From an optimization exercise on the open Yosys and OpenROAD flow, aimed at small area; shortcuts taken in it are not production practice.
Only simulation tests tie the RTL to the original design; equivalence was not proved.

the reference run:
## velocity_step_boost_compensator_unit
module velocity_step_boost_compensator_unit #(
  parameter int FRAC_BITS = 12
) (
  input  logic               clk_i,
  input  logic               rst_ni,
  input  logic               psel,
  input  logic               penable,
  input  logic               pwrite,
  input  logic [3:0]         paddr,
  input  logic [31:0]        pwdata,
  output logic [31:0]        prdata,
  output logic               pready,
  input  logic               in_valid_i,
  output logic               in_stall_o,
  input  logic signed [15:0] vel_x_i,
  input  logic signed [15:0] vel_y_i,
  output logic               out_valid_o,
  input  logic               out_stall_i,
  output logic signed [15:0] shaped_x_o,
  output logic signed [15:0] shaped_y_o,
  output logic               boosting_x_o,
  output logic               boosting_y_o
);
  logic        [12:0] limit;
  logic signed [15:0] off_x, off_y;
  logic        [14:0] mag27;
  logic        [14:0] lvl_x, lvl_y;
  logic        [15:0] nlim2;
  logic        [19:0] lim6m;
  logic               in_vld_q, out_vld_q;
  logic signed [15:0] vel_x_q, vel_y_q;
  logic        [2:0]  phase_q;
  logic               adv, take_in, comp;
  vsbc_cfg u_cfg (
  ...
For scale: about 2600 cells after synthesis, about 19000 sq um of cells after synthesis.
==> module vsbc_cfg, before the edit <==
module vsbc_cfg (
  input  logic               clk_i,
  input  logic               rst_ni,
  input  logic               psel,
  input  logic               penable,
  input  logic               pwrite,
  input  logic [3:0]         paddr,
  input  logic [31:0]        pwdata,
  output logic [31:0]        prdata,
  output logic               pready,
  output logic [12:0]        limit_o,
  output logic signed [15:0] off_x_o,
  output logic signed [15:0] off_y_o,
  output logic [14:0]        mag27_o,
  output logic [14:0]        lvl_x_o,   
  output logic [14:0]        lvl_y_o
);
  localparam logic [14:0] LVL_RST = {1'b0, 14'd2458};
  logic        [12:0] limit_q;
  logic signed [15:0] offx_q, offy_q;
  logic        [14:0] mag27_q;
  logic        [14:0] lvlx_q, lvly_q, pend_q;
  logic        [13:0] zsu_q;     
  logic        [12:0] wlim_q;    
  logic        [1:0]  acc_q;     
  logic        [1:0]  wrote_q;   
  logic               wr_en, setup_wr;
  logic        [12:0] lim_a, lim_b;
  logic        [15:0] off_a;
  logic        [14:0] lvl;
  logic        [13:0] prod;
  assign pready   = 1'b1;
  assign wr_en    = psel & penable & pwrite;
  assign setup_wr = psel & !penable & pwrite;
  always_ff @(posedge clk_i or negedge rst_ni) begin
    if (!rst_ni) begin
      limit_q <= vsbc_pkg::SPEED_LIMIT_RST;
      offx_q  <= '0;
      offy_q  <= '0;
    end else if (wr_en) begin
      case (paddr[3:2])
        vsbc_pkg::REG_SPEED_LIMIT: limit_q <= pwdata[12:0];
        vsbc_pkg::REG_OFFSET_X:    offx_q  <= pwdata[15:0];
        vsbc_pkg::REG_OFFSET_Y:    offy_q  <= pwdata[15:0];
        default: ;
      endcase
    end
  end
  always_comb begin
    case (paddr[3:2])
      vsbc_pkg::REG_SPEED_LIMIT: prdata = {19'd0, limit_q};
      vsbc_pkg::REG_OFFSET_X:    prdata = {{16{offx_q[15]}}, offx_q};
      vsbc_pkg::REG_OFFSET_Y:    prdata = {{16{offy_q[15]}}, offy_q};
      default:                   prdata = '0;
    endcase
  end
  always_ff @(posedge clk_i or negedge rst_ni) begin
    if (!rst_ni) begin
      acc_q   <= 2'd0;
      wrote_q <= 2'd0;
    end else begin
      acc_q   <= setup_wr ? paddr[3:2] + 2'd1 : 2'd0;
      wrote_q <= wr_en ? paddr[3:2] + 2'd1 : 2'd0;
    end
  end
  always_ff @(posedge clk_i) begin
    mag27_q <= vsbc_pkg::mag27(limit_q);
  end
  always_comb begin
    if (psel && pwrite && paddr[3:2] == vsbc_pkg::REG_SPEED_LIMIT) begin
      lim_a = pwdata[12:0];
    end else begin
      lim_a = limit_q;
    end
    if (acc_q == 2'd1) begin
      off_a = offx_q;
    end else if (acc_q[1]) begin
      off_a = pwdata[15:0];
    end else begin
      off_a = offy_q;
    end
  end
  assign lim_b = (acc_q == 2'd1) ? wlim_q : limit_q;
  vsbc_mul u_mul (
    .a_i (lim_b),
    .b_i (zsu_q[11:0]),
    .p_o (prod)
  );
  assign lvl = {zsu_q[12], zsu_q[13] ? {lim_b, 1'b0} : prod};
  always_ff @(posedge clk_i) begin
    wlim_q <= pwdata[12:0];
    zsu_q  <= vsbc_pkg::level_a(lim_a, off_a);
    pend_q <= lvl;
  end
  always_ff @(posedge clk_i or negedge rst_ni) begin
    if (!rst_ni) begin
      lvlx_q <= LVL_RST;
      lvly_q <= LVL_RST;
    end else begin
      if (wrote_q == 2'd1 || wrote_q == 2'd2) begin
        lvlx_q <= lvl;
      end
      if (wrote_q == 2'd1) begin
        lvly_q <= pend_q;
      end else if (wrote_q == 2'd3) begin
        lvly_q <= lvl;
      end
    end
  end
  assign limit_o = limit_q;
  assign off_x_o = offx_q;
  assign off_y_o = offy_q;
  assign mag27_o = mag27_q;
  assign lvl_x_o = lvlx_q;
  assign lvl_y_o = lvly_q;
endmodule
==> flow/config.mk <==
export PLATFORM = sky130hd
export DESIGN_NAME = velocity_step_boost_compensator_unit
export DESIGN_NICKNAME = velocity_step_boost_compensator_unit
export VERILOG_FILES = /design/flow/design.v
export SDC_FILE = /design/flow/constraint.sdc
export NUM_CORES = 4
export LEC_CHECK = 0
export ABC_AREA = 1
export CAP_MARGIN = 20
export CORE_MARGIN = 2
export CORE_UTILIZATION = 40
export SLEW_MARGIN = 20
==> flow/constraint.sdc <==
create_clock -name core_clock -period 14.0 [get_ports {clk_i}]
set_input_delay 2.8000 -clock core_clock [delete_from_list [all_inputs] [get_ports {clk_i}]]
set_output_delay 2.8000 -clock core_clock [all_outputs]
set_load 0.01 [all_outputs]
standard.sh (not shown) runs the stock make flow with config.mk's settings and CLKGATE_MAP_FILE= SYNTH_SCRIPT=/design/flow/synth_recipe.tcl, a recipe that flattens the netlist after the stock synthesis.
==> flow/flow/run.sh <==
#!/bin/bash
# The standard layout (standard.sh), with these changes:
#  - synthesis runs yosys synth with -noabc (no early abc -fast pass) and uses
#    an area-oriented abc script (flow/abc_area.script) in place of ORFS's
#    abc_area.script;
#  - full-adder cells are extracted only in the multiplier module vsbc_mul,
#    which is kept as its own module until the final flatten
#    (SYNTH_KEEP_MODULES); elsewhere abc maps the adders with the other logic.
#    For this, ORFS's synth.tcl is copied with its extract_fa call given a
#    selection; the rest of synthesis is ORFS's own scripts, copied unchanged;
#  - the port buffers are the smallest buffer cell;
#  - clock tree synthesis uses larger sink clusters, only clkbuf_8 clock buffers,
#    and leaves out dummy loads.
set -o pipefail
here=$(pwd)
mkdir -p "$here/scripts"
cp -r "$FLOW_HOME/scripts/." "$here/scripts/"
cp "$here/flow/abc_area.script" "$here/scripts/abc_area.script"
sed -i 's/^  extract_fa {\*}\[dont_use_extract_fa_args\]$/  extract_fa {*}[dont_use_extract_fa_args] -fa vsbc_mul/' "$here/scripts/synth.tcl"
grep -q 'extract_fa {\*}\[dont_use_extract_fa_args\] -fa vsbc_mul' "$here/scripts/synth.tcl" || { echo "synth.tcl patch failed"; exit 1; }

SYNTH_KEEP_MODULES=vsbc_mul SYNTH_ARGS="-noabc" SCRIPTS_DIR="$here/scripts" bash standard.sh synth 2>&1 | tee synth.log || exit 1

export BUFFER_PORTS_ARGS="-buffer_cell sky130_fd_sc_hd__buf_1"
export CTS_ARGS="-sink_clustering_enable -repair_clock_nets -dont_use_dummy_load -sink_clustering_size 14 -sink_clustering_max_diameter 50 -buf_list {sky130_fd_sc_hd__clkbuf_8}"
bash standard.sh 2>&1 | tee standard.log
==> flow/flow/abc_area.script <==
strash
&get -n
&deepsyn -T 150
&put
dch -f
amap
strash
dc2
dch -f
amap
strash
dc2
dch -f
amap
topo
## Diff of input files: the trial run against the reference run
diff --git a/flow/design.v b/flow/design.v
--- a/flow/design.v
+++ b/flow/design.v
@@ -137,5 +137,4 @@
   logic        [14:0] lvlx_q, lvly_q, pend_q;
   logic        [13:0] zsu_q;     
-  logic        [12:0] wlim_q;    
   logic        [1:0]  acc_q;     
   logic        [1:0]  wrote_q;   
@@ -196,5 +195,5 @@
     end
   end
-  assign lim_b = (acc_q == 2'd1) ? wlim_q : limit_q;
+  assign lim_b = (acc_q == 2'd1) ? pwdata[12:0] : limit_q;
   vsbc_mul u_mul (
     .a_i (lim_b),
@@ -204,5 +203,4 @@
   assign lvl = {zsu_q[12], zsu_q[13] ? {lim_b, 1'b0} : prod};
   always_ff @(posedge clk_i) begin
-    wlim_q <= pwdata[12:0];
     zsu_q  <= vsbc_pkg::level_a(lim_a, off_a);
     pend_q <= lvl;
## What came out
Going from the reference run to the trial run, mapped cell area shrank slightly. Taking the reference run as the reference, in the trial run inverter count of the layout excluding clock inverters shows an increase of 1.3%, sequential fraction of total cell area shows a reduction of 1.5 points, routed wire length per instance shows an increase of 2.1 um, first-pass GRT wire length shows an increase of 7.5%, routed wire length shows an increase of 10%. The trial run gives less clock-buffer cell count than the reference run did. Measured against each other, the trial run and the reference run differ in cell area, the lower figure coming from the reference run. The trial run against the reference run: combined area of the multi-input logic cells rose about 1%; number of sequential cells fell 13.

static timing again, ports no longer ideal:
The results above use ideal ports. As a check the final layouts listed here were re-extracted and re-timed, cells and wires unchanged.
Step 1 (the two cells are an assumption about what drives the block):
set clk [get_ports {clk_i}]
set_driving_cell -lib_cell sky130_fd_sc_hd__clkbuf_16 $clk
set_driving_cell -lib_cell sky130_fd_sc_hd__buf_2 [delete_from_list [all_inputs] $clk]
Step 2, shift: input delay + t, output delay - t, t = (earliest + latest rising clock arrival at the registers) / 2. This alone moves slack from input paths to output paths.
Three values: ideal ports, drivers, drivers and shift; two values: the first two.
| run | t, ns | setup WS [ns] | worst setup path after step 2 | worst data-port slew with drivers (ns) |
|---|---|---|---|---|
| the reference run | 0.669 | 0.776 / 0.776 / 0.776 | register to register | 0.06 |
| the trial run | 0.672 | 0.567 / 0.602 / -0.070 | input to register | 0.04 |
With both steps, setup timing fails in the trial run, where it was met with ideal ports. The setup slack of the trial run, which loses most, moves by +0.035 ns with the drivers and by -0.637 ns with both steps.
